Source: an optimization exercise on an open RTL-to-GDS flow (aim: small area, a short achievable clock period and few clock cycles). Production flows keep margins and buffers that such runs may drop.
RTL that was checked went through simulation tests only; none was proved equivalent to the original.

Setup of job 4749:
==> flow/design.v (excerpt) <==
module pipe_exe_md #(
  parameter logic [31:0] DIV0_LO = 32'hFFFFFFFF
) (
  input  logic        clock,
  input  logic        resetn,
  input  logic        ebubble,
  input  logic [3:0]  ealuc,
  input  logic        ealuimm,
  input  logic        eshift,
  input  logic        ejal,
  input  logic [3:0]  emd,
  input  logic [31:0] ea,
  input  logic [31:0] eb,
  input  logic [31:0] eimm,
  input  logic [31:0] esa,
  input  logic [31:0] epc4,
  input  logic [4:0]  ern0,
  output logic [31:0] ealu,
  output logic [4:0]  ern,
  output logic        md_stall
);
clock: 9.0 ns
lec_check: 0
abc_area: 1
cap_margin: 10
core_margin: 2
core_utilization: 40
place_density: 0.75
setup_slack_margin: 1.5
slew_margin: 10
standard.sh (not shown) runs the stock make flow with config.mk's settings and CLKGATE_MAP_FILE= SYNTH_SCRIPT=/design/flow/synth_recipe.tcl, a recipe that flattens the netlist after the stock synthesis.
==> flow/flow/run.sh <==
#!/bin/bash
# The standard layout, with two changes to how the layout is made:
#  - the port buffers are buf_2 cells instead of the slow delay buffer that
#    buffer_ports picks by default (every port still gets its own buffer);
#  - the resizer may change a cell's footprint when it sizes gates.
# Synthesis is the standard one, unchanged.
set -euo pipefail
export BUFFER_PORTS_ARGS="-buffer_cell sky130_fd_sc_hd__buf_2"
sed 's/CLKGATE_MAP_FILE= /CLKGATE_MAP_FILE= MATCH_CELL_FOOTPRINT=0 /' standard.sh > standard_fp.sh
grep -q 'MATCH_CELL_FOOTPRINT=0' standard_fp.sh
bash standard_fp.sh > standard_flow.log 2>&1
Testbench counts of job 4749, summed over its fixed seeds: cycles 31,588.
> inputs changed (job 4749 -> job 8484)
- SETUP_SLACK_MARGIN: 1.5 -> 2.0
- PLACE_DENSITY: 0.75 -> unset
--- outcome ---
- [compare] base=job 4749 new=job 8484: routed wire length now sits higher, first-pass GRT wire length now sits higher.
- Job 8484 improves on job 4749 in worst hold slack.
- Synthesis-to-finish area growth: job 8484 vs job 4749 up 8.2 points
- Re minimum period implied by the final worst setup slack: job 8484 is 0.080 ns up on job 4749.
- The higher total placed instance area of job 8484 and job 4749 is in job 8484.
- Compared with job 4749, job 8484 shows a higher layout buffer count excluding clock buffers.
- Against job 4749, cell count after placement in job 8484 rose slightly.
- When job 8484 is set beside job 4749, its peak fanout along the critical path turns out to be 19 smaller.
### job 8484 -> job 1338
- SETUP_SLACK_MARGIN changed from 2.0 to 1.5
- TNS_END_PERCENT newly set to 25
==> comparison <==
Job 1338: register-to-register slack 0.36 ns below job 8484. Job 1338 vs job 8484: core utilization down in job 1338. Re clock-buffer cell count: job 8484 and job 1338 aren't equal, and the higher value belongs to job 1338. Job 1338 vs. job 8484: post-placement cell area went down by 0.34%. Job 1338 has number of buffers added for setup after CTS below what job 8484 had.
Edits applied to the flow inputs when going from job 1338 to job 5623:
- removing TNS_END_PERCENT (formerly 25)
- changing SETUP_SLACK_MARGIN from 1.5 to 1.25
Findings:
Met2 track demand over resource in global routing: job 5623 vs job 1338 down 0.53 points.

========
Another version of the RTL of pipe_exe_md (not shown whole).
Size: ~4200 cells after synthesis, roughly 110 flip-flops, ~220 I/O pins, roughly 0.028 mm^2 of cells after synthesis.
## pipe_exe_md
module pipe_exe_md #(
  parameter logic [31:0] DIV0_LO = 32'hFFFFFFFF
) (
  input  logic        clock,
  input  logic        resetn,
  input  logic        ebubble,
  input  logic [3:0]  ealuc,
  input  logic        ealuimm,
  input  logic        eshift,
  input  logic        ejal,
  input  logic [3:0]  emd,
  input  logic [31:0] ea,
  input  logic [31:0] eb,
  input  logic [31:0] eimm,
  input  logic [31:0] esa,
  input  logic [31:0] epc4,
  input  logic [4:0]  ern0,
  output logic [31:0] ealu,
  output logic [4:0]  ern,
  output logic        md_stall
);
  localparam logic [3:0] MD_MULT  = 4'd1;
  localparam logic [3:0] MD_MULTU = 4'd2;
  localparam logic [3:0] MD_DIV   = 4'd3;
  localparam logic [3:0] MD_DIVU  = 4'd4;
  localparam logic [3:0] MD_MFHI  = 4'd5;
  localparam logic [3:0] MD_MFLO  = 4'd6;
  localparam logic [3:0] MD_MTHI  = 4'd7;
  localparam logic [3:0] MD_MTLO  = 4'd8;
  logic [31:0] hi_q, lo_q;
  logic        hx_q;          
  logic        bprev_q;       
  logic [32:0] d_q;           
  logic        busy_q;
  logic        mul_q;         
  logic        sgn_q;         
  logic        fix_q;         
  logic        fixing_q;      
  logic        negq_q, negr_q;
  logic [3:0]  cnt_q;         
  logic [31:0] aluA, aluB, aluRes;
  assign aluA = eshift  ? esa  : ea;
  assign aluB = ealuimm ? eimm : eb;
  logic        aluSub;
  logic [31:0] aluBx, aluSum, aluP, aluG;
  assign aluSub  = (ealuc[2:0] == 3'b100);
  assign aluBx   = aluB ^ {32{aluSub}};
  pem_ks32 u_alu_add (.a(aluA), .b(aluBx), .cin(aluSub), .s(aluSum), .p(aluP), .g(aluG));
  logic        shLeft, shFill;
  logic [31:0] shIn, shOut, shRes;
  logic [32:0] shWide;
  assign shLeft = ~ealuc[2];
  ...
export LEC_CHECK = 0
export ABC_AREA = 1
export CAP_MARGIN = 20
export CORE_MARGIN = 2
export CORE_UTILIZATION = 40
export SETUP_SLACK_MARGIN = 1.5
export SLEW_MARGIN = 20
create_clock -name core_clock -period 9.0 [get_ports {clock}]
Scripts as last shown in full above: flow/flow/run.sh
The starting point produced a clean layout.
Rerun with:
- CORE_UTILIZATION: 40 -> 50
=>
- The changed run produced a clean layout
- wire length fell slightly
- fmax climbs slightly
- via count stays flat
- design area falls slightly
- register-to-register slack gets worse by 0.13 ns
- flip-flop and latch count stays the same
- setup slack gains 0.051 ns
No run of this note included a check of the RTL's function; only the layout flow was run.

==> static timing again, ports no longer ideal <==
The results above use ideal ports. As a check the final layouts listed here were re-extracted and re-timed, cells and wires unchanged.
Step 1, drivers: a clkbuf_16 drives clock and a buf_2 each remaining input, both assumed.
Step 2 moves the port delays by t, midway between the first and last clock arrival at a register: inputs arrive t later, outputs are due t later. That takes back most of the time a late clock gives input paths.
Three values: ideal, step 1, step 2; two values: the first two.
| run | t (ns) | slack for setup (ns) | hold WS [ns] | clock arrival spread, ns | worst register clock-pin slew, ns |
|---|---|---|---|---|---|
| job 4749 | 0.426 | 1.476 / 1.367 / 1.214 | 0.478 / 0.478 / 0.478 | 0.020 / 0.020 | 0.10 / 0.10 |
| job 8484 | 0.447 | 1.397 / 1.295 / 1.295 | 0.485 / 0.485 / 0.485 | 0.014 / 0.014 | 0.09 / 0.09 |
| job 1338 | 0.426 | 1.465 / 1.401 / 1.272 | 0.481 / 0.481 / 0.481 | 0.017 / 0.017 | 0.09 / 0.09 |
| job 5623 | 0.435 | 1.301 / 1.172 / 1.172 | 0.481 / 0.481 / 0.481 | 0.015 / 0.015 | 0.09 / 0.09 |
| the first run of note 2 | 0.436 | 1.505 / 1.411 / 1.277 | 0.489 / 0.489 / 0.489 | 0.016 / 0.016 | 0.09 / 0.09 |
| the second run of note 2 | 0.445 | 1.556 / 1.418 / 1.205 | 0.485 / 0.485 / 0.485 | 0.014 / 0.013 | 0.09 / 0.09 |
After both steps every run listed still meets setup and hold. For the second run of note 2, which loses most, drivers alone change the setup slack by -0.138 ns; drivers and shift together by -0.351 ns.
